What follows belongs to an exercise in optimizing a design on an open flow for small area and a short achievable clock period; a production flow would make more cautious choices.
The RTL was checked by simulation tests, not by an equivalence proof against the original design.
No activity file was given, so power comes from the tool's default toggle rates.

==> flow/design.v (outline; a module is shown in full before it is edited, if it fits) <==
// module pe_fa: 10 lines
// module pe_booth_sel: 10 lines
// module pe_aoi22: 9 lines
// module pe_ao22: 9 lines
// module pe_xor2: 7 lines
// module pe_xnor2: 7 lines
// module pe_dot_unit: 3182 lines
module pe_dot_unit (
  input  logic                clock,
  input  logic                i_arst_n,
  input  logic [7:0][7:0]     i_feature,
  input  logic [7:0][7:0]     i_filter,
  output logic signed [17:0]  o_result
);
  // ...
==> flow/run.sh <==
#!/bin/bash
# synth_recipe.tcl (not shown) runs the flow's synth.tcl, then flattens the netlist and writes it again
# the make line also repeats each setting of config.mk as NAME=value (left out here)
make -C /OpenROAD-flow-scripts/flow DESIGN_CONFIG=/design/flow/config.mk WORK_HOME=/design/flow/orfs CLKGATE_MAP_FILE= SYNTH_SCRIPT=/design/flow/synth_recipe.tcl finish
==> flow/config.mk <==
export PLATFORM = sky130hd
export DESIGN_NAME = pe_dot_unit
export DESIGN_NICKNAME = pe_dot_unit
export VERILOG_FILES = /design/flow/design.v
export SDC_FILE = /design/flow/constraint.sdc
export NUM_CORES = 4
export LEC_CHECK = 0
export CAP_MARGIN = 20
export CORE_MARGIN = 2
export CORE_UTILIZATION = 40
export SETUP_SLACK_MARGIN = 2.5
export SLEW_MARGIN = 20
export SYNTH_HIERARCHICAL = 1
export SYNTH_MINIMUM_KEEP_SIZE = 0
==> flow/constraint.sdc <==
create_clock -name core_clock -period 4.7 [get_ports {clock}]
set_input_delay 0.9400 -clock core_clock [delete_from_list [all_inputs] [get_ports {clock}]]
set_output_delay 0.9400 -clock core_clock [all_outputs]
set_load 0.01 [all_outputs]
==> impl_metrics.toml, run 1 <==
[routing]
drc = 0
route.met2.wl_microns = 26800
wirelength_microns = 54800
routed-wl-met3_microns = 2280

[critical_path]
critical_path.max_stage_delay_ns = 0.50
r2r_start = "i_feature0_6_q1"
critical_path.max_fanout = 8
rr_worst_depth = 4
slowest_stage = "fa_1"

[timing]
min_period_ns = 2.17
finalMaxSlewViolations = 0
worst_slew_pin_slew_ns = 0.872
final-hold-violation-count = 0
tns_ns = 0
hold_slack_ns = 0.322
maxSlewHeadroom_pct = 41.7
finalSetupViolCount = 0

[synthesis]
netlist_area_sq_um = 21600
synth_xor_area_share_pct = 13.3
avgSynthCellArea_sq_um = 14.2

[final_layout]
final_layout_size_suffix_gt1_share_pct = 8.98
antenna_cells = 0
final_common_cell = "dfxtp_1"
design_area_sq_um = 25900
top_regs = "result_q: 18 flops, fill_q: 3 flops"
final_core_util_pct = 48.2
buf_share_pct = 5.78
multiInputGateArea_sq_um = 11700
largest_register = "result_q"

[power]
p_leak_nw = 10.5
power.total_mw = 19.3

[clock_tree]
holdBufCountCts = 0
cts_sinks = 483
cts_made_buffers = 52
cts_root_buf = "clkbuf_16"
cts_tree = "built"

[run_status]
status = "complete, no violations"

[global_routing]
grt_use_total_pct = 20.0
grt_util_met3_pct = 3.37

[worst_hold_path]
holdPathStages = 0

[place]
gp_congestion = 0.976

[floorplanning]
rows = 85
die_h_microns = 236
==> run 2, diff against run 1 <==
--- a/flow/design.v
+++ b/flow/design.v
@@ -33,6 +33,15 @@
   assign s  = a ^ b ^ c;
   assign co = (a & b) | (c & (a ^ b));
 endmodule
+module pe_ha (
+  input  logic a,
+  input  logic b,
+  output logic s,
+  output logic co
+);
+  assign s  = a ^ b;
+  assign co = a & b;
+endmodule
 module pe_booth_sel (
   input  logic one,
   input  logic a,
@@ -834,8 +843,8 @@
   logic fc_594;
   logic fs_589_q2;
   logic fs_591_q2;
-  logic fs_595;
-  logic fc_596;
+  logic hs_595;
+  logic hc_596;
   logic fs_597;
   logic fc_598;
   logic fs_599;
@@ -969,8 +978,8 @@
   logic fc_700;
   logic fc_654_q3;
   logic fs_699_q3;
-  logic fs_701;
-  logic fc_702;
+  logic hs_701;
+  logic hc_702;
   logic fs_703;
   logic fc_704;
   logic fs_705;
@@ -1110,9 +1119,6 @@
   logic fs_805_q3;
   logic fs_807;
   logic fc_808;
-  logic fc_746_q4;
-  logic fs_807_q4;
-  logic fc_748_q4;
   logic fs_809;
   logic fc_810;
   logic fs_811;
@@ -1196,6 +1202,7 @@
   logic fc_870;
   logic fs_867_q4;
   logic fs_869_q4;
+  logic fc_810_q4;
   logic fs_871;
   logic fc_872;
   logic fs_873;
@@ -1232,6 +1239,9 @@
   logic fc_904;
   logic fs_905;
   logic fc_906;
+  logic fs_891_q2;
+  logic fc_832_q2;
+  logic fs_893_q2;
   logic fs_907;
   logic fc_908;
   logic fc_834_q2;
@@ -1256,7 +1266,6 @@
   logic fc_916;
   logic fs_905_q2;
   logic fc_848_q2;
-  logic fs_907_q2;
   logic fs_917;
   logic fc_918;
   logic fs_919;
@@ -1267,20 +1276,20 @@
   logic fc_924;
   logic fs_925;
   logic fc_926;
+  logic fs_919_q3;
+  logic fs_921_q3;
+  logic fc_864_q3;
   logic fs_927;
   logic fc_928;
-  logic fc_864_q3;
   logic fc_866_q3;
+  logic fs_923_q3;
   logic fs_925_q3;
   logic fs_929;
   logic fc_930;
-  logic fs_927_q3;
   logic fs_931;
   logic fc_932;
-  logic fc_870_q4;
-  logic fs_931_q4;
-  logic fs_933;
-  logic fc_934;
+  logic hs_933;
+  logic hc_934;
   logic fs_935;
   logic fc_936;
   logic fs_937;
@@ -1330,7 +1339,6 @@
   logic fs_969;
   logic fc_970;
   logic fs_961_q2;
-  logic fc_908_q2;
   logic fs_971;
   logic fc_972;
   logic fs_973;
@@ -1341,23 +1349,20 @@
   logic fc_978;
   logic fs_979;
   logic fc_980;
-  logic fs_973_q3;
   logic fs_975_q3;
+  logic fc_924_q3;
   logic fc_926_q3;
   logic fs_981;
   logic fc_982;
-  logic fc_928_q3;
   logic fs_977_q3;
   logic fs_979_q3;
   logic fs_983;
   logic fc_984;
   logic fs_985;
   logic fc_986;
-  logic fc_932_q4;
-  logic fc_932_q5;
+  logic fs_983_q4;
+  logic hc_934_q4;
   logic fs_985_q4;
-  logic fs_985_q5;
-  logic fc_934_q5;
   logic fs_987;
   logic fc_988;
   logic fs_989;
@@ -1425,12 +1430,10 @@
   logic fc_1034;
   logic fs_1035;
   logic fc_1036;
-  logic fs_1033_q4;
-  logic fs_1033_q5;
+  logic fc_986_q4;
   logic fs_1035_q4;
-  logic fs_1035_q5;
-  logic fs_1037;
-  logic fc_1038;
+  logic hs_1037;
+  logic hc_1038;
   logic fs_1039;
   logic fc_1040;
   logic fs_1041;
@@ -1535,10 +1538,8 @@
   logic fs_1107_q3;
   logic fs_1111;
   logic fc_1112;
-  logic fc_1076_q4;
-  logic fs_1111_q4;
-  logic fs_1113;
-  logic fc_1114;
+  logic hs_1113;
+  logic hc_1114;
   logic fs_1115;
   logic fc_1116;
   logic fs_1117;
@@ -1621,49 +1622,45 @@
   logic fc_1168;
   logic fs_1167_q3;
   logic fc_1164_q3;
-  logic fs_1169;
-  logic fc_1170;
+  logic hs_1169;
+  logic hc_1170;
   logic fs_579_q2;
   logic fs_581_q2;
   logic g_1171;
   logic p_1172;
-  logic fs_1077_q5;
   logic g_1173;
   logic p_1174;
-  logic fs_1137_q4;
   logic g_1175;
   logic p_1176;
-  logic fs_1165_q4;
+  logic hs_933_q4;
   logic g_1177;
   logic p_1178;
-  logic fc_1168_q3;
-  logic fc_1168_q4;
-  logic fc_1170_q4;
   logic g_1179;
   logic p_1180;
-  logic G_1181;
-  logic P_1182;
-  logic fs_625_q3;
-  logic P_1183;
-  logic P_1184;
-  logic P_1185;
-  logic fs_933_q5;
-  logic P_1186;
-  logic P_1187;
-  logic P_1188;
-  logic P_1189;
-  logic fs_1169_q4;
-  logic P_1190;
-  logic G_1191;
-  logic P_1192;
-  logic G_1181_q3;
+  logic g_1181;
+  logic p_1182;
+  logic hs_1113_q4;
+  logic g_1183;
+  logic p_1184;
+  logic hc_1114_q4;
+  logic fs_1137_q4;
+  logic g_1185;
+  logic p_1186;
+  logic fs_1165_q4;
+  logic g_1187;
+  logic p_1188;
+  logic g_1189;
+  logic p_1190;
+  logic fc_1168_q3;
+  logic g_1191;
+  logic p_1192;
   logic G_1193;
-  logic P_1182_q3;
   logic P_1194;
-  logic P_1184_q4;
+  logic fs_625_q3;
   logic P_1195;
-  logic P_1196;
+  logic G_1196;
   logic P_1197;
+  logic fs_809_q4;
   logic P_1198;
   logic G_1199;
   logic P_1200;
@@ -1671,143 +1668,159 @@
   logic P_1202;
   logic G_1203;
   logic P_1204;
-  logic G_1193_q4;
-  logic G_1205;
-  logic P_1194_q4;
-  logic P_1206;
-  logic G_1207;
-  logic P_1208;
-  logic G_1209;
-  logic P_1210;
-  logic fs_1113_q5;
-  logic G_1211;
-  logic fs_1113_q6;
-  logic P_1198_q6;
-  logic P_1212;
-  logic g_1175_q5;
-  logic P_1188_q5;
-  logic G_1213;
-  logic P_1188_q6;
-  logic P_1214;
-  logic G_1199_q5;
-  logic P_1200_q5;
-  logic G_1215;
-  logic P_1200_q6;
-  logic P_1216;
-  logic G_1201_q5;
-  logic P_1202_q5;
-  logic G_1217;
-  logic P_1202_q6;
-  logic P_1218;
-  logic G_1219;
-  logic P_1220;
-  logic G_1209_q5;
-  logic G_1221;
-  logic P_1210_q5;
-  logic P_1222;
-  logic G_1223;
-  logic P_1224;
-  logic g_1173_q6;
-  logic G_1209_q6;
-  logic G_1225;
-  logic P_1210_q6;
-  logic P_1226;
-  logic G_1211_q6;
-  logic G_1227;
-  logic P_1228;
-  logic G_1213_q6;
-  logic G_1229;
-  logic P_1230;
-  logic G_1215_q6;
-  logic G_1231;
-  logic P_1232;
-  logic G_1217_q6;
-  logic G_1233;
-  logic P_1234;
-  logic fs_1169_q5;
-  logic fs_1169_q6;
-  logic G_1235;
-  logic P_1236;
-  logic g_1179_q5;
-  logic g_1179_q6;
-  logic P_1190_q5;
-  logic P_1190_q6;
-  logic G_1237;
-  logic P_1238;
-  logic r_1239;
-  logic r_1240;
-  logic G_1191_q3;
-  logic r_1241;
-  logic r_1242;
-  logic fs_747_q4;
-  logic G_1203_q4;
-  logic r_1243;
-  logic r_1244;
-  logic r_1245;
-  logic r_1246;
-  logic G_1219_q5;
-  logic r_1247;
-  logic r_1248;
-  logic r_1249;
-  logic r_1250;
-  logic p_1176_q5;
-  logic p_1176_q6;
-  logic r_1251;
+  logic P_1205;
+  logic G_1206;
+  logic P_1207;
+  logic G_1193_q3;
+  logic G_1208;
+  logic P_1194_q3;
+  logic P_1209;
+  logic G_1210;
+  logic P_1211;
+  logic G_1196_q4;
+  logic G_1212;
+  logic P_1197_q4;
+  logic P_1213;
+  logic G_1214;
+  logic P_1215;
+  logic G_1216;
+  logic P_1217;
+  logic G_1218;
+  logic P_1219;
+  logic G_1220;
+  logic P_1221;
+  logic G_1222;
+  logic P_1223;
+  logic G_1224;
+  logic P_1225;
+  logic G_1226;
+  logic P_1227;
+  logic G_1210_q4;
+  logic G_1228;
+  logic P_1211_q4;
+  logic P_1229;
+  logic G_1230;
+  logic P_1231;
+  logic G_1232;
+  logic P_1233;
+  logic G_1234;
+  logic P_1235;
+  logic G_1236;
+  logic P_1237;
+  logic G_1238;
+  logic P_1239;
+  logic G_1240;
+  logic P_1241;
+  logic G_1242;
+  logic P_1243;
+  logic G_1244;
+  logic P_1245;
+  logic G_1246;
+  logic P_1247;
+  logic G_1248;
+  logic P_1249;
+  logic G_1250;
+  logic P_1251;
+  logic G_1252;
+  logic P_1253;
+  logic G_1254;
+  logic P_1255;
+  logic g_1189_q4;
+  logic g_1189_q5;
+  logic p_1190_q4;
+  logic p_1190_q5;
+  logic G_1254_q5;
+  logic G_1256;
+  logic P_1257;
+  logic G_1206_q4;
+  logic G_1206_q5;
+  logic P_1207_q4;
+  logic P_1207_q5;
+  logic G_1258;
+  logic P_1259;
+  logic r_1260;
+  logic r_1261;
+  logic r_1262;
+  logic r_1263;
+  logic r_1264;
+  logic G_1226_q4;
+  logic r_1265;
+  logic r_1266;
+  logic r_1267;
+  logic r_1268;
+  logic r_1269;
+  logic r_1270;
+  logic r_1271;
+  logic p_1186_q5;
+  logic G_1248_q5;
+  logic r_1272;
   logic fs_1157_q5;
-  logic fs_1157_q6;
-  logic r_1252;
-  logic p_1178_q5;
-  logic p_1178_q6;
-  logic r_1253;
-  logic r_1254;
-  logic p_1180_q5;
-  logic p_1180_q6;
-  logic r_1255;
+  logic G_1250_q5;
+  logic r_1273;
+  logic p_1188_q5;
+  logic G_1252_q5;
+  logic r_1274;
+  logic r_1275;
+  logic p_1192_q4;
+  logic p_1192_q5;
+  logic r_1276;
   logic p_1172_q3;
   logic p_1172_q4;
   logic p_1172_q5;
   logic p_1172_q6;
   logic p_1172_q7;
-  logic r_1239_q3;
-  logic r_1239_q4;
-  logic r_1239_q5;
-  logic r_1239_q6;
-  logic r_1239_q7;
-  logic r_1240_q4;
-  logic r_1240_q5;
-  logic r_1240_q6;
-  logic r_1240_q7;
-  logic r_1241_q4;
-  logic r_1241_q5;
-  logic r_1241_q6;
-  logic r_1241_q7;
-  logic r_1242_q4;
-  logic r_1242_q5;
-  logic r_1242_q6;
-  logic r_1242_q7;
-  logic r_1243_q5;
-  logic r_1243_q6;
-  logic r_1243_q7;
-  logic r_1244_q5;
-  logic r_1244_q6;
-  logic r_1244_q7;
-  logic r_1245_q5;
-  logic r_1245_q6;
-  logic r_1245_q7;
-  logic r_1246_q6;
-  logic r_1246_q7;
-  logic r_1247_q6;
-  logic r_1247_q7;
-  logic r_1248_q6;
-  logic r_1248_q7;
-  logic r_1249_q6;
-  logic r_1249_q7;
-  logic r_1250_q7;
-  logic r_1251_q7;
-  logic r_1252_q7;
-  logic r_1253_q7;
-  logic r_1254_q7;
-  logic r_1255_q7;
+  logic r_1260_q3;
+  logic r_1260_q4;
+  logic r_1260_q5;
+  logic r_1260_q6;
+  logic r_1260_q7;
+  logic r_1261_q4;
+  logic r_1261_q5;
+  logic r_1261_q6;
+  logic r_1261_q7;
+  logic r_1262_q4;
+  logic r_1262_q5;
+  logic r_1262_q6;
+  logic r_1262_q7;
+  logic r_1263_q4;
+  logic r_1263_q5;
+  logic r_1263_q6;
+  logic r_1263_q7;
+  logic r_1264_q4;
+  logic r_1264_q5;
+  logic r_1264_q6;
+  logic r_1264_q7;
+  logic r_1265_q5;
+  logic r_1265_q6;
+  logic r_1265_q7;
+  logic r_1266_q5;
+  logic r_1266_q6;
+  logic r_1266_q7;
+  logic r_1267_q5;
+  logic r_1267_q6;
+  logic r_1267_q7;
+  logic r_1268_q5;
+  logic r_1268_q6;
+  logic r_1268_q7;
+  logic r_1269_q5;
+  logic r_1269_q6;
+  logic r_1269_q7;
+  logic r_1270_q5;
+  logic r_1270_q6;
+  logic r_1270_q7;
+  logic r_1271_q5;
+  logic r_1271_q6;
+  logic r_1271_q7;
+  logic r_1272_q6;
+  logic r_1272_q7;
+  logic r_1273_q6;
+  logic r_1273_q7;
+  logic r_1274_q6;
+  logic r_1274_q7;
+  logic r_1275_q6;
+  logic r_1275_q7;
+  logic r_1276_q6;
+  logic r_1276_q7;
   assign sgn_1 = i_feature[0][7] ^ i_filter[0][7];
   assign sgn_2 = i_feature[1][7] ^ i_filter[1][7];
   assign sgn_3 = i_feature[2][7] ^ i_filter[2][7];
@@ -2389,7 +2402,7 @@
   pe_fa u_fs_589 (.a(fc_572), .b(fc_574), .c(fc_576), .s(fs_589), .co(fc_590));
   pe_fa u_fs_591 (.a(fc_578), .b(fs_583), .c(fs_585), .s(fs_591), .co(fc_592));
   pe_fa u_fs_593 (.a(fc_580_q2), .b(fs_587_q2), .c(fc_582_q2), .s(fs_593), .co(fc_594));
-  pe_fa u_fs_595 (.a(fs_589_q2), .b(fs_591_q2), .c(fs_593), .s(fs_595), .co(fc_596));
+  pe_ha u_hs_595 (.a(fs_589_q2), .b(fs_591_q2), .s(hs_595), .co(hc_596));
   pe_fa u_fs_597 (.a(neg_28_q1), .b(neg_98_q1), .c(neg_168_q1), .s(fs_597), .co(fc_598));
   pe_fa u_fs_599 (.a(neg_238_q1), .b(neg_308_q1), .c(neg_378_q1), .s(fs_599), .co(fc_600));
   pe_fa u_fs_601 (.a(neg_448_q1), .b(neg_518_q1), .c(pp_15), .s(fs_601), .co(fc_602));
@@ -2403,8 +2416,8 @@
   pe_fa u_fs_617 (.a(fs_605), .b(fs_607), .c(fs_609), .s(fs_617), .co(fc_618));
   pe_fa u_fs_619 (.a(fs_611_q2), .b(fc_588_q2), .c(fc_590_q2), .s(fs_619), .co(fc_620));
   pe_fa u_fs_621 (.a(fc_592_q2), .b(fs_613_q2), .c(fs_615_q2), .s(fs_621), .co(fc_622));
-  pe_fa u_fs_623 (.a(fs_617_q2), .b(fc_594), .c(fs_619), .s(fs_623), .co(fc_624));
-  pe_fa u_fs_625 (.a(fs_621), .b(fc_596), .c(fs_623), .s(fs_625), .co(fc_626));
+  pe_fa u_fs_623 (.a(fs_617_q2), .b(hc_596), .c(fc_594), .s(fs_623), .co(fc_624));
+  pe_fa u_fs_625 (.a(fs_619), .b(fs_621), .c(fs_623), .s(fs_625), .co(fc_626));
   pe_fa u_fs_627 (.a(pp_17), .b(pp_31), .c(pp_87), .s(fs_627), .co(fc_628));
   pe_fa u_fs_629 (.a(pp_101), .b(pp_157), .c(pp_171), .s(fs_629), .co(fc_630));
   pe_fa u_fs_631 (.a(pp_227), .b(pp_241), .c(pp_297), .s(fs_631), .co(fc_632));
@@ -2442,7 +2455,7 @@
   pe_fa u_fs_695 (.a(fs_687_q2), .b(fc_648), .c(fc_650), .s(fs_695), .co(fc_696));
   pe_fa u_fs_697 (.a(fs_689), .b(fs_691), .c(fs_693), .s(fs_697), .co(fc_698));
   pe_fa u_fs_699 (.a(fc_652), .b(fs_695), .c(fs_697), .s(fs_699), .co(fc_700));
-  pe_fa u_fs_701 (.a(fc_654_q3), .b(fs_699_q3), .c(fc_656), .s(fs_701), .co(fc_702));
+  pe_ha u_hs_701 (.a(fc_654_q3), .b(fs_699_q3), .s(hs_701), .co(hc_702));
   pe_fa u_fs_703 (.a(pp_21), .b(pp_35), .c(pp_49), .s(fs_703), .co(fc_704));
   pe_fa u_fs_705 (.a(pp_91), .b(pp_105), .c(pp_119), .s(fs_705), .co(fc_706));
   pe_fa u_fs_707 (.a(pp_161), .b(pp_175), .c(pp_189), .s(fs_707), .co(fc_708));
@@ -2465,7 +2478,7 @@
   pe_fa u_fs_741 (.a(fs_731), .b(fs_733), .c(fs_735), .s(fs_741), .co(fc_742));
   pe_fa u_fs_743 (.a(fs_737), .b(fc_696), .c(fc_698), .s(fs_743), .co(fc_744));
   pe_fa u_fs_745 (.a(fs_739_q3), .b(fs_741_q3), .c(fc_700_q3), .s(fs_745), .co(fc_746));
-  pe_fa u_fs_747 (.a(fs_743_q3), .b(fs_745), .c(fc_702), .s(fs_747), .co(fc_748));
+  pe_fa u_fs_747 (.a(fs_743_q3), .b(hc_702), .c(fs_745), .s(fs_747), .co(fc_748));
   pe_fa u_fs_749 (.a(sgn_1_q1), .b(sgn_2_q1), .c(sgn_3_q1), .s(fs_749), .co(fc_750));
   pe_fa u_fs_751 (.a(sgn_4_q1), .b(sgn_5_q1), .c(sgn_6_q1), .s(fs_751), .co(fc_752));
   pe_fa u_fs_753 (.a(sgn_7_q1), .b(sgn_8_q1), .c(pp_23), .s(fs_753), .co(fc_754));
@@ -2496,7 +2509,7 @@
   pe_fa u_fs_803 (.a(fs_795), .b(fc_740), .c(fc_742), .s(fs_803), .co(fc_804));
   pe_fa u_fs_805 (.a(fs_797), .b(fs_799), .c(fs_801), .s(fs_805), .co(fc_806));
   pe_fa u_fs_807 (.a(fc_744_q3), .b(fs_803_q3), .c(fs_805_q3), .s(fs_807), .co(fc_808));
-  pe_fa u_fs_809 (.a(fc_746_q4), .b(fs_807_q4), .c(fc_748_q4), .s(fs_809), .co(fc_810));
+  pe_fa u_fs_809 (.a(fc_746), .b(fs_807), .c(fc_748), .s(fs_809), .co(fc_810));
   pe_fa u_fs_811 (.a(pp_24), .b(pp_39), .c(pp_53), .s(fs_811), .co(fc_812));
   pe_fa u_fs_813 (.a(pp_66), .b(pp_94), .c(pp_109), .s(fs_813), .co(fc_814));
   pe_fa u_fs_815 (.a(pp_123), .b(pp_136), .c(pp_164), .s(fs_815), .co(fc_816));
@@ -2527,7 +2540,7 @@
   pe_fa u_fs_865 (.a(fc_802), .b(fs_857), .c(fs_859), .s(fs_865), .co(fc_866));
   pe_fa u_fs_867 (.a(fs_861_q3), .b(fc_804_q3), .c(fc_806_q3), .s(fs_867), .co(fc_868));
   pe_fa u_fs_869 (.a(fs_863_q3), .b(fs_865_q3), .c(fc_808), .s(fs_869), .co(fc_870));
-  pe_fa u_fs_871 (.a(fs_867_q4), .b(fs_869_q4), .c(fc_810), .s(fs_871), .co(fc_872));
+  pe_fa u_fs_871 (.a(fs_867_q4), .b(fs_869_q4), .c(fc_810_q4), .s(fs_871), .co(fc_872));
   pe_fa u_fs_873 (.a(nneg_25), .b(nneg_95), .c(nneg_165), .s(fs_873), .co(fc_874));
   pe_fa u_fs_875 (.a(nneg_235), .b(nneg_305), .c(nneg_375), .s(fs_875), .co(fc_876));
   pe_fa u_fs_877 (.a(nneg_445), .b(nneg_515), .c(pp_41), .s(fs_877), .co(fc_878));
@@ -2545,20 +2558,20 @@
   pe_fa u_fs_901 (.a(fc_828), .b(fc_830), .c(fs_877), .s(fs_901), .co(fc_902));
   pe_fa u_fs_903 (.a(fs_879), .b(fs_881), .c(fs_883), .s(fs_903), .co(fc_904));
   pe_fa u_fs_905 (.a(fs_885), .b(fs_887), .c(fs_889), .s(fs_905), .co(fc_906));
-  pe_fa u_fs_907 (.a(fs_891), .b(fc_832), .c(fs_893), .s(fs_907), .co(fc_908));
+  pe_fa u_fs_907 (.a(fs_891_q2), .b(fc_832_q2), .c(fs_893_q2), .s(fs_907), .co(fc_908));
   pe_fa u_fs_909 (.a(fc_834_q2), .b(fc_836_q2), .c(fc_838_q2), .s(fs_909), .co(fc_910));
   pe_fa u_fs_911 (.a(fc_840_q2), .b(fc_842_q2), .c(fc_844_q2), .s(fs_911), .co(fc_912));
   pe_fa u_fs_913 (.a(fc_846_q2), .b(fs_895_q2), .c(fs_897_q2), .s(fs_913), .co(fc_914));
   pe_fa u_fs_915 (.a(fs_899_q2), .b(fs_901_q2), .c(fs_903_q2), .s(fs_915), .co(fc_916));
-  pe_fa u_fs_917 (.a(fs_905_q2), .b(fc_848_q2), .c(fs_907_q2), .s(fs_917), .co(fc_918));
-  pe_fa u_fs_919 (.a(fc_850), .b(fc_852), .c(fc_854), .s(fs_919), .co(fc_920));
-  pe_fa u_fs_921 (.a(fc_856), .b(fs_909), .c(fs_911), .s(fs_921), .co(fc_922));
-  pe_fa u_fs_923 (.a(fs_913), .b(fs_915), .c(fs_917), .s(fs_923), .co(fc_924));
-  pe_fa u_fs_925 (.a(fc_858), .b(fc_860), .c(fc_862), .s(fs_925), .co(fc_926));
-  pe_fa u_fs_927 (.a(fs_919), .b(fs_921), .c(fs_923), .s(fs_927), .co(fc_928));
-  pe_fa u_fs_929 (.a(fc_864_q3), .b(fc_866_q3), .c(fs_925_q3), .s(fs_929), .co(fc_930));
-  pe_fa u_fs_931 (.a(fs_927_q3), .b(fc_868), .c(fs_929), .s(fs_931), .co(fc_932));
-  pe_fa u_fs_933 (.a(fc_870_q4), .b(fs_931_q4), .c(fc_872), .s(fs_933), .co(fc_934));
+  pe_fa u_fs_917 (.a(fs_905_q2), .b(fc_848_q2), .c(fc_850), .s(fs_917), .co(fc_918));
+  pe_fa u_fs_919 (.a(fc_852), .b(fc_854), .c(fc_856), .s(fs_919), .co(fc_920));
+  pe_fa u_fs_921 (.a(fs_907), .b(fs_909), .c(fs_911), .s(fs_921), .co(fc_922));
+  pe_fa u_fs_923 (.a(fs_913), .b(fs_915), .c(fc_858), .s(fs_923), .co(fc_924));
+  pe_fa u_fs_925 (.a(fc_860), .b(fc_862), .c(fs_917), .s(fs_925), .co(fc_926));
+  pe_fa u_fs_927 (.a(fs_919_q3), .b(fs_921_q3), .c(fc_864_q3), .s(fs_927), .co(fc_928));
+  pe_fa u_fs_929 (.a(fc_866_q3), .b(fs_923_q3), .c(fs_925_q3), .s(fs_929), .co(fc_930));
+  pe_fa u_fs_931 (.a(fc_868), .b(fs_927), .c(fs_929), .s(fs_931), .co(fc_932));
+  pe_ha u_hs_933 (.a(fc_870), .b(fs_931), .s(hs_933), .co(hc_934));
   pe_fa u_fs_935 (.a(pp_42), .b(pp_57), .c(pp_70), .s(fs_935), .co(fc_936));
   pe_fa u_fs_937 (.a(pp_112), .b(pp_127), .c(pp_140), .s(fs_937), .co(fc_938));
   pe_fa u_fs_939 (.a(pp_182), .b(pp_197), .c(pp_210), .s(fs_939), .co(fc_940));
@@ -2577,15 +2590,15 @@
   pe_fa u_fs_965 (.a(fc_900_q2), .b(fc_902_q2), .c(fc_904_q2), .s(fs_965), .co(fc_966));
   pe_fa u_fs_967 (.a(fc_906_q2), .b(fs_951_q2), .c(fs_953_q2), .s(fs_967), .co(fc_968));
   pe_fa u_fs_969 (.a(fs_955_q2), .b(fs_957_q2), .c(fs_959_q2), .s(fs_969), .co(fc_970));
-  pe_fa u_fs_971 (.a(fs_961_q2), .b(fc_908_q2), .c(fc_910), .s(fs_971), .co(fc_972));
+  pe_fa u_fs_971 (.a(fs_961_q2), .b(fc_908), .c(fc_910), .s(fs_971), .co(fc_972));
   pe_fa u_fs_973 (.a(fc_912), .b(fc_914), .c(fc_916), .s(fs_973), .co(fc_974));
-  pe_fa u_fs_975 (.a(fc_918), .b(fs_963), .c(fs_965), .s(fs_975), .co(fc_976));
-  pe_fa u_fs_977 (.a(fs_967), .b(fs_969), .c(fc_920), .s(fs_977), .co(fc_978));
-  pe_fa u_fs_979 (.a(fc_922), .b(fc_924), .c(fs_971), .s(fs_979), .co(fc_980));
-  pe_fa u_fs_981 (.a(fs_973_q3), .b(fs_975_q3), .c(fc_926_q3), .s(fs_981), .co(fc_982));
-  pe_fa u_fs_983 (.a(fc_928_q3), .b(fs_977_q3), .c(fs_979_q3), .s(fs_983), .co(fc_984));
-  pe_fa u_fs_985 (.a(fc_930), .b(fs_981), .c(fs_983), .s(fs_985), .co(fc_986));
-  pe_fa u_fs_987 (.a(fc_932_q5), .b(fs_985_q5), .c(fc_934_q5), .s(fs_987), .co(fc_988));
+  pe_fa u_fs_975 (.a(fs_963), .b(fs_965), .c(fs_967), .s(fs_975), .co(fc_976));
+  pe_fa u_fs_977 (.a(fs_969), .b(fc_918), .c(fc_920), .s(fs_977), .co(fc_978));
+  pe_fa u_fs_979 (.a(fc_922), .b(fs_971), .c(fs_973), .s(fs_979), .co(fc_980));
+  pe_fa u_fs_981 (.a(fs_975_q3), .b(fc_924_q3), .c(fc_926_q3), .s(fs_981), .co(fc_982));
+  pe_fa u_fs_983 (.a(fs_977_q3), .b(fs_979_q3), .c(fc_928), .s(fs_983), .co(fc_984));
+  pe_fa u_fs_985 (.a(fc_930), .b(fs_981), .c(fc_932), .s(fs_985), .co(fc_986));
+  pe_fa u_fs_987 (.a(fs_983_q4), .b(hc_934_q4), .c(fs_985_q4), .s(fs_987), .co(fc_988));
   pe_fa u_fs_989 (.a(nneg_43), .b(nneg_113), .c(nneg_183), .s(fs_989), .co(fc_990));
   pe_fa u_fs_991 (.a(nneg_253), .b(nneg_323), .c(nneg_393), .s(fs_991), .co(fc_992));
   pe_fa u_fs_993 (.a(nneg_463), .b(nneg_533), .c(pp_59), .s(fs_993), .co(fc_994));
@@ -2609,8 +2622,8 @@
   pe_fa u_fs_1029 (.a(fc_974), .b(fc_976), .c(fs_1023), .s(fs_1029), .co(fc_1030));
   pe_fa u_fs_1031 (.a(fs_1025_q3), .b(fc_978_q3), .c(fc_980_q3), .s(fs_1031), .co(fc_1032));
   pe_fa u_fs_1033 (.a(fs_1027_q3), .b(fs_1029_q3), .c(fc_982), .s(fs_1033), .co(fc_1034));
-  pe_fa u_fs_1035 (.a(fc_984), .b(fs_1031), .c(fc_986), .s(fs_1035), .co(fc_1036));
-  pe_fa u_fs_1037 (.a(fs_1033_q5), .b(fs_1035_q5), .c(fc_988), .s(fs_1037), .co(fc_1038));
+  pe_fa u_fs_1035 (.a(fs_1031), .b(fc_984), .c(fs_1033), .s(fs_1035), .co(fc_1036));
+  pe_ha u_hs_1037 (.a(fc_986_q4), .b(fs_1035_q4), .s(hs_1037), .co(hc_1038));
   assign fs_1039 = ~(pp_60 ^ pp_74);
   assign fc_1040 = pp_60 | pp_74;
   pe_fa u_fs_1041 (.a(pp_130), .b(pp_144), .c(pp_200), .s(fs_1041), .co(fc_1042));
@@ -2650,7 +2663,7 @@
   pe_fa u_fs_1107 (.a(fc_1066), .b(fc_1068), .c(fs_1103), .s(fs_1107), .co(fc_1108));
   pe_fa u_fs_1109 (.a(fs_1105_q3), .b(fc_1070_q3), .c(fc_1072_q3), .s(fs_1109), .co(fc_1110));
   pe_fa u_fs_1111 (.a(fs_1107_q3), .b(fc_1074), .c(fs_1109), .s(fs_1111), .co(fc_1112));
-  pe_fa u_fs_1113 (.a(fc_1076_q4), .b(fs_1111_q4), .c(fc_1078), .s(fs_1113), .co(fc_1114));
+  pe_ha u_hs_1113 (.a(fc_1076), .b(fs_1111), .s(hs_1113), .co(hc_1114));
   pe_fa u_fs_1115 (.a(fc_1080), .b(pp_77), .c(pp_147), .s(fs_1115), .co(fc_1116));
   pe_fa u_fs_1117 (.a(pp_217), .b(pp_287), .c(pp_357), .s(fs_1117), .co(fc_1118));
   pe_fa u_fs_1119 (.a(pp_427), .b(pp_497), .c(pp_567), .s(fs_1119), .co(fc_1120));
@@ -2680,92 +2693,113 @@
   pe_fa u_fs_1165 (.a(fc_1154_q3), .b(fs_1163_q3), .c(fc_1156), .s(fs_1165), .co(fc_1166));
   assign fs_1167 = ~(fc_1160_q2 ^ fc_1162);
   assign fc_1168 = fc_1160_q2 | fc_1162;
-  pe_fa u_fs_1169 (.a(fs_1167_q3), .b(fc_1164_q3), .c(fc_1166), .s(fs_1169), .co(fc_1170));
+  pe_ha u_hs_1169 (.a(fs_1167_q3), .b(fc_1164_q3), .s(hs_1169), .co(hc_1170));
   assign g_1171 = fs_579_q2 & fs_581_q2;
   assign p_1172 = fs_579_q2 ^ fs_581_q2;
-  assign g_1173 = fc_1038 & fs_1077_q5;
-  assign p_1174 = fc_1038 ^ fs_1077_q5;
-  assign g_1175 = fc_1114 & fs_1137_q4;
-  assign p_1176 = fc_1114 ^ fs_1137_q4;
-  assign g_1177 = fc_1158 & fs_1165_q4;
-  assign p_1178 = fc_1158 ^ fs_1165_q4;
-  assign g_1179 = fc_1168_q4 & fc_1170_q4;
-  assign p_1180 = fc_1168_q4 ^ fc_1170_q4;
-  assign G_1181 = fs_595 & g_1171;
-  assign P_1182 = fs_595 & p_1172;
-  assign P_1183 = fs_655 & fs_625_q3;
-  assign P_1184 = fs_747 & fs_701;
-  assign P_1185 = fs_871 & fs_809;
-  assign P_1186 = fs_987 & fs_933_q5;
-  assign P_1187 = p_1174 & fs_1037;
-  assign P_1188 = p_1176 & fs_1113;
-  assign P_1189 = p_1178 & fs_1157;
-  assign P_1190 = p_1180 & fs_1169_q4;
-  assign G_1191 = fs_625 & G_1181;
-  assign P_1192 = fs_625 & P_1182;
-  assign G_1193 = P_1183 & G_1181_q3;
-  assign P_1194 = P_1183 & P_1182_q3;
-  assign P_1195 = fs_809 & P_1184_q4;
-  assign P_1196 = P_1185 & P_1184_q4;
-  assign P_1197 = fs_1037 & P_1186;
-  assign P_1198 = P_1187 & P_1186;
-  assign G_1199 = fs_1157 & g_1175;
-  assign P_1200 = fs_1157 & P_1188;
-  assign G_1201 = g_1177 | (P_1189 & g_1175);
-  assign P_1202 = P_1189 & P_1188;
-  assign G_1203 = fs_701 & G_1193;
-  assign P_1204 = fs_701 & P_1194;
-  assign G_1205 = P_1184_q4 & G_1193_q4;
-  assign P_1206 = P_1184_q4 & P_1194_q4;
-  assign G_1207 = P_1195 & G_1193_q4;
-  assign P_1208 = P_1195 & P_1194_q4;
-  assign G_1209 = P_1196 & G_1193_q4;
-  assign P_1210 = P_1196 & P_1194_q4;
-  assign G_1211 = fs_1113_q5 & g_1173;
-  assign P_1212 = fs_1113_q6 & P_1198_q6;
-  assign G_1213 = g_1175_q5 | (P_1188_q5 & g_1173);
-  assign P_1214 = P_1188_q6 & P_1198_q6;
-  assign G_1215 = G_1199_q5 | (P_1200_q5 & g_1173);
-  assign P_1216 = P_1200_q6 & P_1198_q6;
-  assign G_1217 = G_1201_q5 | (P_1202_q5 & g_1173);
-  assign P_1218 = P_1202_q6 & P_1198_q6;
-  assign G_1219 = fs_933 & G_1209;
-  assign P_1220 = fs_933 & P_1210;
-  assign G_1221 = P_1186 & G_1209_q5;
-  assign P_1222 = P_1186 & P_1210_q5;
-  assign G_1223 = P_1197 & G_1209_q5;
-  assign P_1224 = P_1197 & P_1210_q5;
-  assign G_1225 = g_1173_q6 | (P_1198_q6 & G_1209_q6);
-  assign P_1226 = P_1198_q6 & P_1210_q6;
-  assign G_1227 = G_1211_q6 | (P_1212 & G_1209_q6);
-  assign P_1228 = P_1212 & P_1210_q6;
-  assign G_1229 = G_1213_q6 | (P_1214 & G_1209_q6);
-  assign P_1230 = P_1214 & P_1210_q6;
-  assign G_1231 = G_1215_q6 | (P_1216 & G_1209_q6);
-  assign P_1232 = P_1216 & P_1210_q6;
-  assign G_1233 = G_1217_q6 | (P_1218 & G_1209_q6);
-  assign P_1234 = P_1218 & P_1210_q6;
-  assign G_1235 = fs_1169_q6 & G_1233;
-  assign P_1236 = fs_1169_q6 & P_1234;
-  assign G_1237 = g_1179_q6 | (P_1190_q6 & G_1233);
-  assign P_1238 = P_1190_q6 & P_1234;
-  assign r_1239 = fs_595 ^ g_1171;
-  assign r_1240 = fs_625_q3 ^ G_1181_q3;
-  assign r_1241 = fs_655 ^ G_1191_q3;
-  assign r_1242 = fs_701 ^ G_1193;
-  assign r_1243 = fs_747_q4 ^ G_1203_q4;
-  assign r_1244 = fs_809 ^ G_1205;
-  assign r_1245 = fs_871 ^ G_1207;
-  assign r_1246 = fs_933_q5 ^ G_1209_q5;
-  assign r_1247 = fs_987 ^ G_1219_q5;
-  assign r_1248 = fs_1037 ^ G_1221;
-  assign r_1249 = p_1174 ^ G_1223;
-  assign r_1250 = fs_1113_q6 ^ G_1225;
-  assign r_1251 = p_1176_q6 ^ G_1227;
-  assign r_1252 = fs_1157_q6 ^ G_1229;
-  assign r_1253 = p_1178_q6 ^ G_1231;
-  assign r_1254 = fs_1169_q6 ^ G_1233;
-  assign r_1255 = p_1180_q6 ^ G_1235;
+  assign g_1173 = fs_593 & hs_595;
+  assign p_1174 = fs_593 ^ hs_595;
+  assign g_1175 = fc_656 & hs_701;
+  assign p_1176 = fc_656 ^ hs_701;
+  assign g_1177 = fc_872 & hs_933_q4;
+  assign p_1178 = fc_872 ^ hs_933_q4;
+  assign g_1179 = fc_988 & hs_1037;
+  assign p_1180 = fc_988 ^ hs_1037;
+  assign g_1181 = hc_1038 & fs_1077;
+  assign p_1182 = hc_1038 ^ fs_1077;
+  assign g_1183 = fc_1078 & hs_1113_q4;
+  assign p_1184 = fc_1078 ^ hs_1113_q4;
+  assign g_1185 = hc_1114_q4 & fs_1137_q4;
+  assign p_1186 = hc_1114_q4 ^ fs_1137_q4;
+  assign g_1187 = fc_1158 & fs_1165_q4;
+  assign p_1188 = fc_1158 ^ fs_1165_q4;
+  assign g_1189 = fc_1166 & hs_1169;
+  assign p_1190 = fc_1166 ^ hs_1169;
+  assign g_1191 = fc_1168_q3 & hc_1170;
+  assign p_1192 = fc_1168_q3 ^ hc_1170;
+  assign G_1193 = g_1173 | (p_1174 & g_1171);
+  assign P_1194 = p_1174 & p_1172;
+  assign P_1195 = fs_655 & fs_625_q3;
+  assign G_1196 = fs_747 & g_1175;
+  assign P_1197 = fs_747 & p_1176;
+  assign P_1198 = fs_871 & fs_809_q4;
+  assign G_1199 = fs_987 & g_1177;
+  assign P_1200 = fs_987 & p_1178;
+  assign G_1201 = g_1181 | (p_1182 & g_1179);
+  assign P_1202 = p_1182 & p_1180;
+  assign G_1203 = g_1185 | (p_1186 & g_1183);
+  assign P_1204 = p_1186 & p_1184;
+  assign P_1205 = p_1188 & fs_1157;
+  assign G_1206 = g_1191 | (p_1192 & g_1189);
+  assign P_1207 = p_1192 & p_1190;
+  assign G_1208 = fs_625_q3 & G_1193_q3;
+  assign P_1209 = fs_625_q3 & P_1194_q3;
+  assign G_1210 = P_1195 & G_1193_q3;
+  assign P_1211 = P_1195 & P_1194_q3;
+  assign G_1212 = fs_809_q4 & G_1196_q4;
+  assign P_1213 = fs_809_q4 & P_1197_q4;
+  assign G_1214 = P_1198 & G_1196_q4;
+  assign P_1215 = P_1198 & P_1197_q4;
+  assign G_1216 = g_1179 | (p_1180 & G_1199);
+  assign P_1217 = p_1180 & P_1200;
+  assign G_1218 = G_1201 | (P_1202 & G_1199);
+  assign P_1219 = P_1202 & P_1200;
+  assign G_1220 = fs_1157 & G_1203;
+  assign P_1221 = fs_1157 & P_1204;
+  assign G_1222 = g_1187 | (P_1205 & G_1203);
+  assign P_1223 = P_1205 & P_1204;
+  assign G_1224 = g_1175 | (p_1176 & G_1210);
+  assign P_1225 = p_1176 & P_1211;
+  assign G_1226 = G_1196 | (P_1197 & G_1210);
+  assign P_1227 = P_1197 & P_1211;
+  assign G_1228 = G_1212 | (P_1213 & G_1210_q4);
+  assign P_1229 = P_1213 & P_1211_q4;
+  assign G_1230 = G_1214 | (P_1215 & G_1210_q4);
+  assign P_1231 = P_1215 & P_1211_q4;
+  assign G_1232 = g_1183 | (p_1184 & G_1218);
+  assign P_1233 = p_1184 & P_1219;
+  assign G_1234 = G_1203 | (P_1204 & G_1218);
+  assign P_1235 = P_1204 & P_1219;
+  assign G_1236 = G_1220 | (P_1221 & G_1218);
+  assign P_1237 = P_1221 & P_1219;
+  assign G_1238 = G_1222 | (P_1223 & G_1218);
+  assign P_1239 = P_1223 & P_1219;
+  assign G_1240 = g_1177 | (p_1178 & G_1230);
+  assign P_1241 = p_1178 & P_1231;
+  assign G_1242 = G_1199 | (P_1200 & G_1230);
+  assign P_1243 = P_1200 & P_1231;
+  assign G_1244 = G_1216 | (P_1217 & G_1230);
+  assign P_1245 = P_1217 & P_1231;
+  assign G_1246 = G_1218 | (P_1219 & G_1230);
+  assign P_1247 = P_1219 & P_1231;
+  assign G_1248 = G_1232 | (P_1233 & G_1230);
+  assign P_1249 = P_1233 & P_1231;
+  assign G_1250 = G_1234 | (P_1235 & G_1230);
+  assign P_1251 = P_1235 & P_1231;
+  assign G_1252 = G_1236 | (P_1237 & G_1230);
+  assign P_1253 = P_1237 & P_1231;
+  assign G_1254 = G_1238 | (P_1239 & G_1230);
+  assign P_1255 = P_1239 & P_1231;
+  assign G_1256 = g_1189_q5 | (p_1190_q5 & G_1254_q5);
+  assign P_1257 = p_1190_q4 & P_1255;
+  assign G_1258 = G_1206_q5 | (P_1207_q5 & G_1254_q5);
+  assign P_1259 = P_1207_q4 & P_1255;
+  assign r_1260 = p_1174 ^ g_1171;
+  assign r_1261 = fs_625_q3 ^ G_1193_q3;
+  assign r_1262 = fs_655 ^ G_1208;
+  assign r_1263 = p_1176 ^ G_1210;
+  assign r_1264 = fs_747 ^ G_1224;
+  assign r_1265 = fs_809_q4 ^ G_1226_q4;
+  assign r_1266 = fs_871 ^ G_1228;
+  assign r_1267 = p_1178 ^ G_1230;
+  assign r_1268 = fs_987 ^ G_1240;
+  assign r_1269 = p_1180 ^ G_1242;
+  assign r_1270 = p_1182 ^ G_1244;
+  assign r_1271 = p_1184 ^ G_1246;
+  assign r_1272 = p_1186_q5 ^ G_1248_q5;
+  assign r_1273 = fs_1157_q5 ^ G_1250_q5;
+  assign r_1274 = p_1188_q5 ^ G_1252_q5;
+  assign r_1275 = p_1190_q5 ^ G_1254_q5;
+  assign r_1276 = p_1192_q5 ^ G_1256;
   always_ff @(posedge clock) begin
     i_filter0_0_q1 <= i_filter[0][0];
     i_feature0_0_q1 <= i_feature[0][0];
@@ -2986,9 +3020,6 @@
     fc_744_q3 <= fc_744;
     fs_803_q3 <= fs_803;
     fs_805_q3 <= fs_805;
-    fc_746_q4 <= fc_746;
-    fs_807_q4 <= fs_807;
-    fc_748_q4 <= fc_748;
     fc_778_q2 <= fc_778;
     fc_780_q2 <= fc_780;
     fc_782_q2 <= fc_782;
@@ -3010,6 +3041,10 @@
     fs_865_q3 <= fs_865;
     fs_867_q4 <= fs_867;
     fs_869_q4 <= fs_869;
+    fc_810_q4 <= fc_810;
+    fs_891_q2 <= fs_891;
+    fc_832_q2 <= fc_832;
+    fs_893_q2 <= fs_893;
     fc_834_q2 <= fc_834;
     fc_836_q2 <= fc_836;
     fc_838_q2 <= fc_838;
@@ -3024,13 +3059,12 @@
     fs_903_q2 <= fs_903;
     fs_905_q2 <= fs_905;
     fc_848_q2 <= fc_848;
-    fs_907_q2 <= fs_907;
+    fs_919_q3 <= fs_919;
+    fs_921_q3 <= fs_921;
     fc_864_q3 <= fc_864;
     fc_866_q3 <= fc_866;
+    fs_923_q3 <= fs_923;
     fs_925_q3 <= fs_925;
-    fs_927_q3 <= fs_927;
-    fc_870_q4 <= fc_870;
-    fs_931_q4 <= fs_931;
     fc_894_q2 <= fc_894;
     fc_896_q2 <= fc_896;
     fc_898_q2 <= fc_898;
@@ -3044,18 +3078,14 @@
     fs_957_q2 <= fs_957;
     fs_959_q2 <= fs_959;
     fs_961_q2 <= fs_961;
-    fc_908_q2 <= fc_908;
-    fs_973_q3 <= fs_973;
     fs_975_q3 <= fs_975;
+    fc_924_q3 <= fc_924;
     fc_926_q3 <= fc_926;
-    fc_928_q3 <= fc_928;
     fs_977_q3 <= fs_977;
     fs_979_q3 <= fs_979;
-    fc_932_q4 <= fc_932;
-    fc_932_q5 <= fc_932_q4;
+    fs_983_q4 <= fs_983;
+    hc_934_q4 <= hc_934;
     fs_985_q4 <= fs_985;
-    fs_985_q5 <= fs_985_q4;
-    fc_934_q5 <= fc_934;
     fs_1003_q2 <= fs_1003;
     fc_952_q2 <= fc_952;
     fc_954_q2 <= fc_954;
@@ -3073,10 +3103,8 @@
     fc_980_q3 <= fc_980;
     fs_1027_q3 <= fs_1027;
     fs_1029_q3 <= fs_1029;
-    fs_1033_q4 <= fs_1033;
-    fs_1033_q5 <= fs_1033_q4;
+    fc_986_q4 <= fc_986;
     fs_1035_q4 <= fs_1035;
-    fs_1035_q5 <= fs_1035_q4;
     fs_1049_q2 <= fs_1049;
     fc_1006_q2 <= fc_1006;
     fc_1008_q2 <= fc_1008;
@@ -3107,8 +3135,6 @@
     fc_1070_q3 <= fc_1070;
     fc_1072_q3 <= fc_1072;
     fs_1107_q3 <= fs_1107;
-    fc_1076_q4 <= fc_1076;
-    fs_1111_q4 <= fs_1111;
     fs_1117_q2 <= fs_1117;
     fs_1119_q2 <= fs_1119;
     fc_1092_q2 <= fc_1092;
@@ -3139,104 +3165,95 @@
     fc_1164_q3 <= fc_1164;
     fs_579_q2 <= fs_579;
     fs_581_q2 <= fs_581;
-    fs_1077_q5 <= fs_1077;
+    hs_933_q4 <= hs_933;
+    hs_1113_q4 <= hs_1113;
+    hc_1114_q4 <= hc_1114;
     fs_1137_q4 <= fs_1137;
     fs_1165_q4 <= fs_1165;
     fc_1168_q3 <= fc_1168;
-    fc_1168_q4 <= fc_1168_q3;
-    fc_1170_q4 <= fc_1170;
     fs_625_q3 <= fs_625;
-    fs_933_q5 <= fs_933;
-    fs_1169_q4 <= fs_1169;
-    G_1181_q3 <= G_1181;
-    P_1182_q3 <= P_1182;
-    P_1184_q4 <= P_1184;
-    G_1193_q4 <= G_1193;
-    P_1194_q4 <= P_1194;
-    fs_1113_q5 <= fs_1113;
-    fs_1113_q6 <= fs_1113_q5;
-    P_1198_q6 <= P_1198;
-    g_1175_q5 <= g_1175;
-    P_1188_q5 <= P_1188;
-    P_1188_q6 <= P_1188_q5;
-    G_1199_q5 <= G_1199;
-    P_1200_q5 <= P_1200;
-    P_1200_q6 <= P_1200_q5;
-    G_1201_q5 <= G_1201;
-    P_1202_q5 <= P_1202;
-    P_1202_q6 <= P_1202_q5;
-    G_1209_q5 <= G_1209;
-    P_1210_q5 <= P_1210;
-    g_1173_q6 <= g_1173;
-    G_1209_q6 <= G_1209_q5;
-    P_1210_q6 <= P_1210_q5;
-    G_1211_q6 <= G_1211;
-    G_1213_q6 <= G_1213;
-    G_1215_q6 <= G_1215;
-    G_1217_q6 <= G_1217;
-    fs_1169_q5 <= fs_1169_q4;
-    fs_1169_q6 <= fs_1169_q5;
-    g_1179_q5 <= g_1179;
-    g_1179_q6 <= g_1179_q5;
-    P_1190_q5 <= P_1190;
-    P_1190_q6 <= P_1190_q5;
-    G_1191_q3 <= G_1191;
-    fs_747_q4 <= fs_747;
-    G_1203_q4 <= G_1203;
-    G_1219_q5 <= G_1219;
-    p_1176_q5 <= p_1176;
-    p_1176_q6 <= p_1176_q5;
+    fs_809_q4 <= fs_809;
+    G_1193_q3 <= G_1193;
+    P_1194_q3 <= P_1194;
+    G_1196_q4 <= G_1196;
+    P_1197_q4 <= P_1197;
+    G_1210_q4 <= G_1210;
+    P_1211_q4 <= P_1211;
+    g_1189_q4 <= g_1189;
+    g_1189_q5 <= g_1189_q4;
+    p_1190_q4 <= p_1190;
+    p_1190_q5 <= p_1190_q4;
+    G_1254_q5 <= G_1254;
+    G_1206_q4 <= G_1206;
+    G_1206_q5 <= G_1206_q4;
+    P_1207_q4 <= P_1207;
+    P_1207_q5 <= P_1207_q4;
+    G_1226_q4 <= G_1226;
+    p_1186_q5 <= p_1186;
+    G_1248_q5 <= G_1248;
     fs_1157_q5 <= fs_1157;
-    fs_1157_q6 <= fs_1157_q5;
-    p_1178_q5 <= p_1178;
-    p_1178_q6 <= p_1178_q5;
-    p_1180_q5 <= p_1180;
-    p_1180_q6 <= p_1180_q5;
+    G_1250_q5 <= G_1250;
+    p_1188_q5 <= p_1188;
+    G_1252_q5 <= G_1252;
+    p_1192_q4 <= p_1192;
+    p_1192_q5 <= p_1192_q4;
     p_1172_q3 <= p_1172;
     p_1172_q4 <= p_1172_q3;
     p_1172_q5 <= p_1172_q4;
     p_1172_q6 <= p_1172_q5;
     p_1172_q7 <= p_1172_q6;
-    r_1239_q3 <= r_1239;
-    r_1239_q4 <= r_1239_q3;
-    r_1239_q5 <= r_1239_q4;
-    r_1239_q6 <= r_1239_q5;
-    r_1239_q7 <= r_1239_q6;
-    r_1240_q4 <= r_1240;
-    r_1240_q5 <= r_1240_q4;
-    r_1240_q6 <= r_1240_q5;
-    r_1240_q7 <= r_1240_q6;
-    r_1241_q4 <= r_1241;
-    r_1241_q5 <= r_1241_q4;
-    r_1241_q6 <= r_1241_q5;
-    r_1241_q7 <= r_1241_q6;
-    r_1242_q4 <= r_1242;
-    r_1242_q5 <= r_1242_q4;
-    r_1242_q6 <= r_1242_q5;
-    r_1242_q7 <= r_1242_q6;
-    r_1243_q5 <= r_1243;
-    r_1243_q6 <= r_1243_q5;
-    r_1243_q7 <= r_1243_q6;
-    r_1244_q5 <= r_1244;
-    r_1244_q6 <= r_1244_q5;
-    r_1244_q7 <= r_1244_q6;
-    r_1245_q5 <= r_1245;
-    r_1245_q6 <= r_1245_q5;
-    r_1245_q7 <= r_1245_q6;
-    r_1246_q6 <= r_1246;
-    r_1246_q7 <= r_1246_q6;
-    r_1247_q6 <= r_1247;
-    r_1247_q7 <= r_1247_q6;
-    r_1248_q6 <= r_1248;
-    r_1248_q7 <= r_1248_q6;
-    r_1249_q6 <= r_1249;
-    r_1249_q7 <= r_1249_q6;
-    r_1250_q7 <= r_1250;
-    r_1251_q7 <= r_1251;
-    r_1252_q7 <= r_1252;
-    r_1253_q7 <= r_1253;
-    r_1254_q7 <= r_1254;
-    r_1255_q7 <= r_1255;
+    r_1260_q3 <= r_1260;
+    r_1260_q4 <= r_1260_q3;
+    r_1260_q5 <= r_1260_q4;
+    r_1260_q6 <= r_1260_q5;
+    r_1260_q7 <= r_1260_q6;
+    r_1261_q4 <= r_1261;
+    r_1261_q5 <= r_1261_q4;
+    r_1261_q6 <= r_1261_q5;
+    r_1261_q7 <= r_1261_q6;
+    r_1262_q4 <= r_1262;
+    r_1262_q5 <= r_1262_q4;
+    r_1262_q6 <= r_1262_q5;
+    r_1262_q7 <= r_1262_q6;
+    r_1263_q4 <= r_1263;
+    r_1263_q5 <= r_1263_q4;
+    r_1263_q6 <= r_1263_q5;
+    r_1263_q7 <= r_1263_q6;
+    r_1264_q4 <= r_1264;
+    r_1264_q5 <= r_1264_q4;
+    r_1264_q6 <= r_1264_q5;
+    r_1264_q7 <= r_1264_q6;
+    r_1265_q5 <= r_1265;
+    r_1265_q6 <= r_1265_q5;
+    r_1265_q7 <= r_1265_q6;
+    r_1266_q5 <= r_1266;
+    r_1266_q6 <= r_1266_q5;
+    r_1266_q7 <= r_1266_q6;
+    r_1267_q5 <= r_1267;
+    r_1267_q6 <= r_1267_q5;
+    r_1267_q7 <= r_1267_q6;
+    r_1268_q5 <= r_1268;
+    r_1268_q6 <= r_1268_q5;
+    r_1268_q7 <= r_1268_q6;
+    r_1269_q5 <= r_1269;
+    r_1269_q6 <= r_1269_q5;
+    r_1269_q7 <= r_1269_q6;
+    r_1270_q5 <= r_1270;
+    r_1270_q6 <= r_1270_q5;
+    r_1270_q7 <= r_1270_q6;
+    r_1271_q5 <= r_1271;
+    r_1271_q6 <= r_1271_q5;
+    r_1271_q7 <= r_1271_q6;
+    r_1272_q6 <= r_1272;
+    r_1272_q7 <= r_1272_q6;
+    r_1273_q6 <= r_1273;
+    r_1273_q7 <= r_1273_q6;
+    r_1274_q6 <= r_1274;
+    r_1274_q7 <= r_1274_q6;
+    r_1275_q6 <= r_1275;
+    r_1275_q7 <= r_1275_q6;
+    r_1276_q6 <= r_1276;
+    r_1276_q7 <= r_1276_q6;
   end
   logic [2:0] fill_q;
   logic [17:0] result_q;
@@ -3248,7 +3265,7 @@
       fill_q <= fill_q + 3'd1;
     end
   end
-  assign result_d = {r_1255_q7, r_1254_q7, r_1253_q7, r_1252_q7, r_1251_q7, r_1250_q7, r_1249_q7, r_1248_q7, r_1247_q7, r_1246_q7, r_1245_q7, r_1244_q7, r_1243_q7, r_1242_q7, r_1241_q7, r_1240_q7, r_1239_q7, p_1172_q7};
+  assign result_d = {r_1276_q7, r_1275_q7, r_1274_q7, r_1273_q7, r_1272_q7, r_1271_q7, r_1270_q7, r_1269_q7, r_1268_q7, r_1267_q7, r_1266_q7, r_1265_q7, r_1264_q7, r_1263_q7, r_1262_q7, r_1261_q7, r_1260_q7, p_1172_q7};
   always_ff @(posedge clock or negedge i_arst_n) begin
     if (!i_arst_n) begin
       result_q <= '0;
--- a/flow/config.mk
+++ b/flow/config.mk
@@ -8,7 +8,7 @@
 export CAP_MARGIN = 20
 export CORE_MARGIN = 2
 export CORE_UTILIZATION = 40
-export SETUP_SLACK_MARGIN = 2.5
+export SETUP_SLACK_MARGIN = 2.6
 export SLEW_MARGIN = 20
 export SYNTH_HIERARCHICAL = 1
 export SYNTH_MINIMUM_KEEP_SIZE = 0
==> impl_metrics.toml, run 2 <==
[synthesis]
ys_top_cells_by_count = "dfxtp_1, fa_1, xor2_1"
netlist_area_sq_um = 21300
synth.area.top_cells = "dfxtp_1, fa_1, xor2_1, a22o_1, xnor2_1"
synthArstFlopShare_pct = 4.49
ys_seq_area_share_pct = 44.5
synth_cells = 1523
yosys.area.top_type_share_pct = 42.0
ys.flop_type = "dfxtp_1"
synth_warnings = 7
synth_enable_flop_cells = 0
synth_cell_types = 27
synth.largest_area_cell = "dfxtp_1"
syn_nets = 1977
synth-seq-cells = 468
synth.most_common_cell = "dfxtp_1"
avgSynthCellArea_sq_um = 14.0

[power]
comb_power_share_pct = 42.2
p_switching_mw = 7.08
pwr-share-clk_pct = 21.1
power.density_nw_per_um2 = 753
p_leak_nw = 10.4
power.total_mw = 19.2
p_sw_share_pct = 36.9
power_frac_seq_pct = 36.7
ir_drop_v = 0.000382
p_int_mw = 12.1

[flow_run]
max_cap_viol_count = 0

[critical_path]
rrSetupSlack_ns = 2.61
startpoint_type = "flip-flop"
critPathCapture = "fs_1013_q2"
path_cells = "a22o_1 > xor2_1 > fa_1 > fa_1"
slowest_stage = "dfxtp_1"
worstSetupEndpointType = "flip-flop"
cp.arrival_ns = 2.55
critPathRequiredTime_ns = 5.16
rr_worst_depth = 4
cp_top_family = "adder cells"
path_buf_inv = 0
crit_top_cell = "fa_1"
worstSetupPathType = "flip-flop to flip-flop"
critical_path.max_stage_delay_ns = 0.53
r2r_start = "i_feature6_6_q1"
r2r-end = "fs_1013_q2"
startpoint = "i_feature6_6_q1"
cp_num_cells = 4
critical_path.max_fanout = 8

[floorplanning]
dieArea_sq_um = 55100
core_sq_um = 52600
die_h_microns = 235
rows = 84
ios = 148
die_x_microns = 235
initial_utilization_pct = 40.5

[routing]
antenna_left = 0
drc = 0
wirelength_microns = 54500
firstDrtPassIters = 6
wl_per_cell_microns = 22.3
vias_per_cell = 4.87
vias = 11928
first_iter_violations = 843

[final_layout]
final_cell_mix = "dfxtp_1, fa_1, xor2_1"
nNetsFinal = 2174
multiInputGateArea_sq_um = 11700
antenna_cells = 0
top_regs = "result_q: 18 flops, fill_q: 3 flops"
fill_cells = 4625
final_common_cell = "dfxtp_1"
regArea_sq_um = 9610
final_layout_size_suffix_gt1_share_pct = 12.3
largest_register = "result_q"
largest_reg_flops = 18
area_growth_pct = 19.6

[worst_hold_path]
hold_class = "flip-flop to flip-flop"

[timing]
final-hold-violation-count = 0
skew_ns = 0.0214
worst_slew_pin_slew_ns = 0.904
min_period_ns = 2.09
maxSlewHeadroom_pct = 39.5
finalMaxSlewViolations = 0
finalSetupViolCount = 0
grt_setup_unrepaired = "true"
tns_ns = 0
max_freq_mhz = 478
final.period_utilization_pct = 44.5

[global_routing]
grt_use_total_pct = 19.9
overflow = 0
grt_pass1_vias = 12955
grt_pass1_wl_microns = 81000
grt_antenna_before_repair = 0
grt_max_degree = 22

[place]
gp_congestion = 0.932
dpl.hpwl_microns = 44200
io_buffer_count = 147

[clock_tree]
cts_sinks = 468
clk_pin_slew_worst_paths_ns = 0.06
cts_buffer_depth = 3
cts_root_buf = "clkbuf_16"
htree_levels = 2
clk_latency_ns = 0.60
cts_made_buffers = 49
cts_tree = "built"

[run_status]
status = "complete, no violations"
[run 2: changes by cell type in the layout (fill, tap and decap cells not counted), sizes merged, moves of 4 or more]
cell,previous run,this run
dfxtp,462,447
and2,25,21
ha,21,31
fa,297,293
buf,4,18
clkdlybuf4s15,12,0
dlygate4sd2,6,0
inv,51,61
[run 2: cell families after synthesis]
group	Yosys count	synth area share, %
fa+ha+maj	324	29.4
flops	468	44.5
xor+xnor	319	13.1
simple gates	131	3.18
buf+inv	60	1.06
mux	2	0.106
compound gates	219	8.67
[run 2: area by class of cell]
| type | count | share of cell area (%) |
|---|---|---|
| inverter | 58 | 0.855 |
| multi-input combinational | 995 | 45.8 |
| timing repair buffer | 148 | 5.45 |
| sequential | 468 | 37.7 |
| clock buffer | 69 | 5.62 |
| clock inverter | 23 | 1.17 |
| tap | 688 | 3.38 |
[run 2: worst register-to-register path: cells and delay by family (launching register included)]
family	cells	cell delay [ns]
adder cells (fa/ha/maj)	2	0.94
flip-flops	1	0.53
AO/OA/AOI/OAI	1	0.28
XOR/XNOR	1	0.22
[run 2: power by group through the flow]
| stage | registers, mW | clock network (mW) | logic [mW] |
|---|---|---|---|
| 2_1_floorplan | 6.65 | 0 | 4.80 |
| 3_3_place_gp | 7.06 | 0 | 7.94 |
| 3_5_place_dp | 7.09 | 0 | 8.09 |
| 4_1_cts | 7.03 | 4.16 | 8.14 |
| 5_1_grt | 7.19 | 4.32 | 9.17 |
| 6_report | 7.03 | 4.05 | 8.09 |
[run 2: what timing repair did]
action	CTS	global route
gates resized for setup	122	66
hold endpoints to repair	0	0
pin swaps	4	2
setup endpoints to repair	100	42
cloned	0	0
hold buffers	0	0
buffers inserted	1	0
[run 2: routing by layer]
layer	track usage [%]	vias to the layer above	share of wire, %
met4	7.71	0	3.4
met3	3.35	70	4.9
li1	-	5437	-
met5	0	-	0
met1	26.0	6072	43
met2	33.3	349	49
[run 2: per-module statistics from Yosys, one instance, submodules excluded]
module | area, sq um | flip-flops and latches | cells inside | copies in the design
pe_ha | 12.5 | 0 | 1 | 6
pe_ao22 | 8.76 | 0 | 1 | 192
pe_fa | 20.0 | 0 | 1 | 291
pe_xor2 | 8.76 | 0 | 1 | 192
pe_dot_unit | 12000 | 468 | 842 | 1
[run 2: metrics by stage]
stage / setup slack, ns / area (sq um) / util (%) / hold WS, ns / cells
6_report: 2.61 / 25500 / 48.5 / 0.322 / 2449
5_1_grt: 2.54 / 25500 / 48.5 / 0.327 / 2449
4_1_cts: 2.54 / 25400 / 48.3 / 0.322 / 2449
3_5_place_dp: 2.29 / 23600 / 44.9 / 0.312 / 2356
3_3_place_gp: 2.31 / 23600 / 44.9 / 0.310 / 2356
2_1_floorplan: 2.61 / 21300 / - / 0.310 / 1523
[run 2: worst min path at each step]
stage               startpoint         to  slack [ns]  cells after the start
floorplan            g_1189_q4  g_1189_q5        0.31                      0
global placement     r_1262_q4  r_1262_q5        0.31                      0
detailed placement   r_1260_q6  r_1260_q7        0.31                      0
CTS                  r_1260_q4  r_1260_q5        0.32                      0
global route         p_1172_q6  p_1172_q7        0.33                      0
finish               r_1260_q4  r_1260_q5        0.32                      0
==> run 3, diff against run 2 <==
--- a/flow/config.mk
+++ b/flow/config.mk
@@ -8,6 +8,8 @@
 export CAP_MARGIN = 20
 export CORE_MARGIN = 2
 export CORE_UTILIZATION = 40
+export CTS_CLUSTER_DIAMETER = 100
+export CTS_CLUSTER_SIZE = 30
 export SETUP_SLACK_MARGIN = 2.6
 export SLEW_MARGIN = 20
 export SYNTH_HIERARCHICAL = 1
==> impl_metrics.toml, run 3 <==
[run_status]
status = "complete, no violations"

[synthesis]
synth_enable_flop_cells = 0
synth-compound-area-share_pct = 8.67
synth_top_family_by_area = "adder cells"
muxShareOfSynthArea_pct = 0.106
netlist_area_sq_um = 21300
synth-seq-cells = 468
synth_cells = 1523
synth_warnings = 7
synth.largest_area_cell = "dfxtp_1"
synth.area.top_cells = "dfxtp_1, fa_1, xor2_1, a22o_1, xnor2_1"
ys_seq_area_share_pct = 44.5
synth_cell_types = 27
syn_nets = 1977
ys_top_cells_by_count = "dfxtp_1, fa_1, xor2_1"
synthAdderAreaFrac_pct = 29.4
yosys.area_share.simple_pct = 3.18
synthArstFlopShare_pct = 4.49

[final_layout]
final_core_util_pct = 46.6
antenna_cells = 0
multiInputGateArea_sq_um = 11700
regArea_sq_um = 9620
largest_register = "result_q"
final_cell_count_no_fill = 2392
design_area_sq_um = 24500
final_common_cell = "dfxtp_1"

[critical_path]
worstSetupPathType = "flip-flop to flip-flop"
r2r_start = "sgn_6_q1"
worstSetupEndpointType = "flip-flop"
cp.arrival_ns = 2.52
critical_path.max_fanout = 10
rr_worst_depth = 3
rrSetupSlack_ns = 2.63
critPathRequiredTime_ns = 5.15

[worst_hold_path]
whs_endpoint = "r_1270_q6"
hold_start = "r_1270_q5"
holdPathStages = 0

[floorplanning]
dieArea_sq_um = 55100
initial_utilization_pct = 40.5
die_h_microns = 235
die_x_microns = 235
rows = 84

[timing]
maxSlewHeadroom_pct = 39.4
min_period_ns = 2.07
final.period_utilization_pct = 44.1
tns_ns = 0
setup_slack_ns = 2.63
max_freq_mhz = 483
finalSetupViolCount = 0

[place]
dpl_cell_area_sq_um = 23600
pre_cts_ws_ns = 2.29
io_buffer_count = 147
dpl.hpwl_microns = 44200

[routing]
firstDrtPassIters = 4
first_iter_violations = 828
vias = 11744
wirelength_microns = 53500
wl_per_cell_microns = 22.4
antenna_left = 0

[power]
power.density_nw_per_um2 = 712
ir_drop_v = 0.000360
p_leak_nw = 9.91

[clock_tree]
cts_sinks = 468
cts_made_buffers = 22
cts_root_buf = "clkbuf_16"
cts_tree = "built"
holdBufCountCts = 0
clk_pin_slew_worst_paths_ns = 0.11

[global_routing]
grt_antenna_before_repair = 0
grt_max_degree = 32

[flow_run]
max_cap_viol_count = 0
## run 3: how the worst max path moves through the flow
| stage | cells after the start | from | to | slack, ns |
|---|---|---|---|---|
| 2_1_floorplan | 6 | fs_867_q4 | G_1254_q5 | 2.61 |
| 5_1_grt | 3 | sgn_8_q1 | fs_847_q2 | 2.57 |
| 4_1_cts | 3 | sgn_2_q1 | fs_847_q2 | 2.54 |
| 3_3_place_gp | 3 | sgn_2_q1 | fs_847_q2 | 2.31 |
| 6_report | 3 | sgn_6_q1 | fs_847_q2 | 2.63 |
| 3_5_place_dp | 3 | sgn_2_q1 | fs_847_q2 | 2.29 |
## run 3: per-layer routing
metal  global-route usage (%)  vias up  share of wire (%)
met5                        0        -                  0
met4                     6.75        0                3.9
met3                     3.35       77                5.0
met2                     32.3      328                 48
met1                     25.7     5993                 43
li1                         -     5346                  -
## run 3: per-module statistics from Yosys (local to each module, per instance)
module / flip-flops and latches / copies in the design / cell area (sq um)
pe_fa: 0 / 291 / 20.0
pe_ao22: 0 / 192 / 8.76
pe_dot_unit: 468 / 1 / 12000
pe_ha: 0 / 6 / 12.5
pe_xor2: 0 / 192 / 8.76
## run 3: cell families (layout without fill, tap and decap cells)
logic type / Yosys count / in the layout
adder cells (fa/ha/maj): 324 / 324
AO/OA/AOI/OAI: 219 / 219
multiplexers: 2 / 2
AND/OR/NAND/NOR: 131 / 131
flip-flops: 468 / 468
XOR/XNOR: 319 / 319
buffers and inverters: 60 / 241
## run 3: cell type report
type,count,share of cell area [%]
Inverter,58,0.889
Clock buffer,26,2.48
Multi-Input combinational cell,995,47.6
Tap cell,688,3.51
Timing Repair Buffer,148,5.67
Sequential cell,468,39.3
Clock inverter,9,0.582
## run 3: report_power, final
part / switching [mW] / internal (mW) / leakage [nW] / total, mW
clock network: 1.34 / 1.04 / 0.366 / 2.38
registers: 1.20 / 5.80 / 4.01 / 7.01
logic: 4.23 / 3.84 / 5.53 / 8.07
## run 3: repair_timing
action                                  CTS  global route
gates resized for setup                 126            70
endpoints found under the setup margin  101            39
pin swaps                                 4             0
setup buffers                             1             0
## run 3: critical path, cell delays in order (launching register included)
cell     delay [ns]
dfxtp_2        0.56
fa_1           0.51
fa_1           0.42
fa_1           0.45

Check on run 3: ideal ports give 2.628 ns setup slack; a clkbuf_16 on the clock port and buf_2 on the inputs give 2.628 ns; moving port delays by the midpoint clock arrival (0.623 ns) as well gives 2.433 ns.
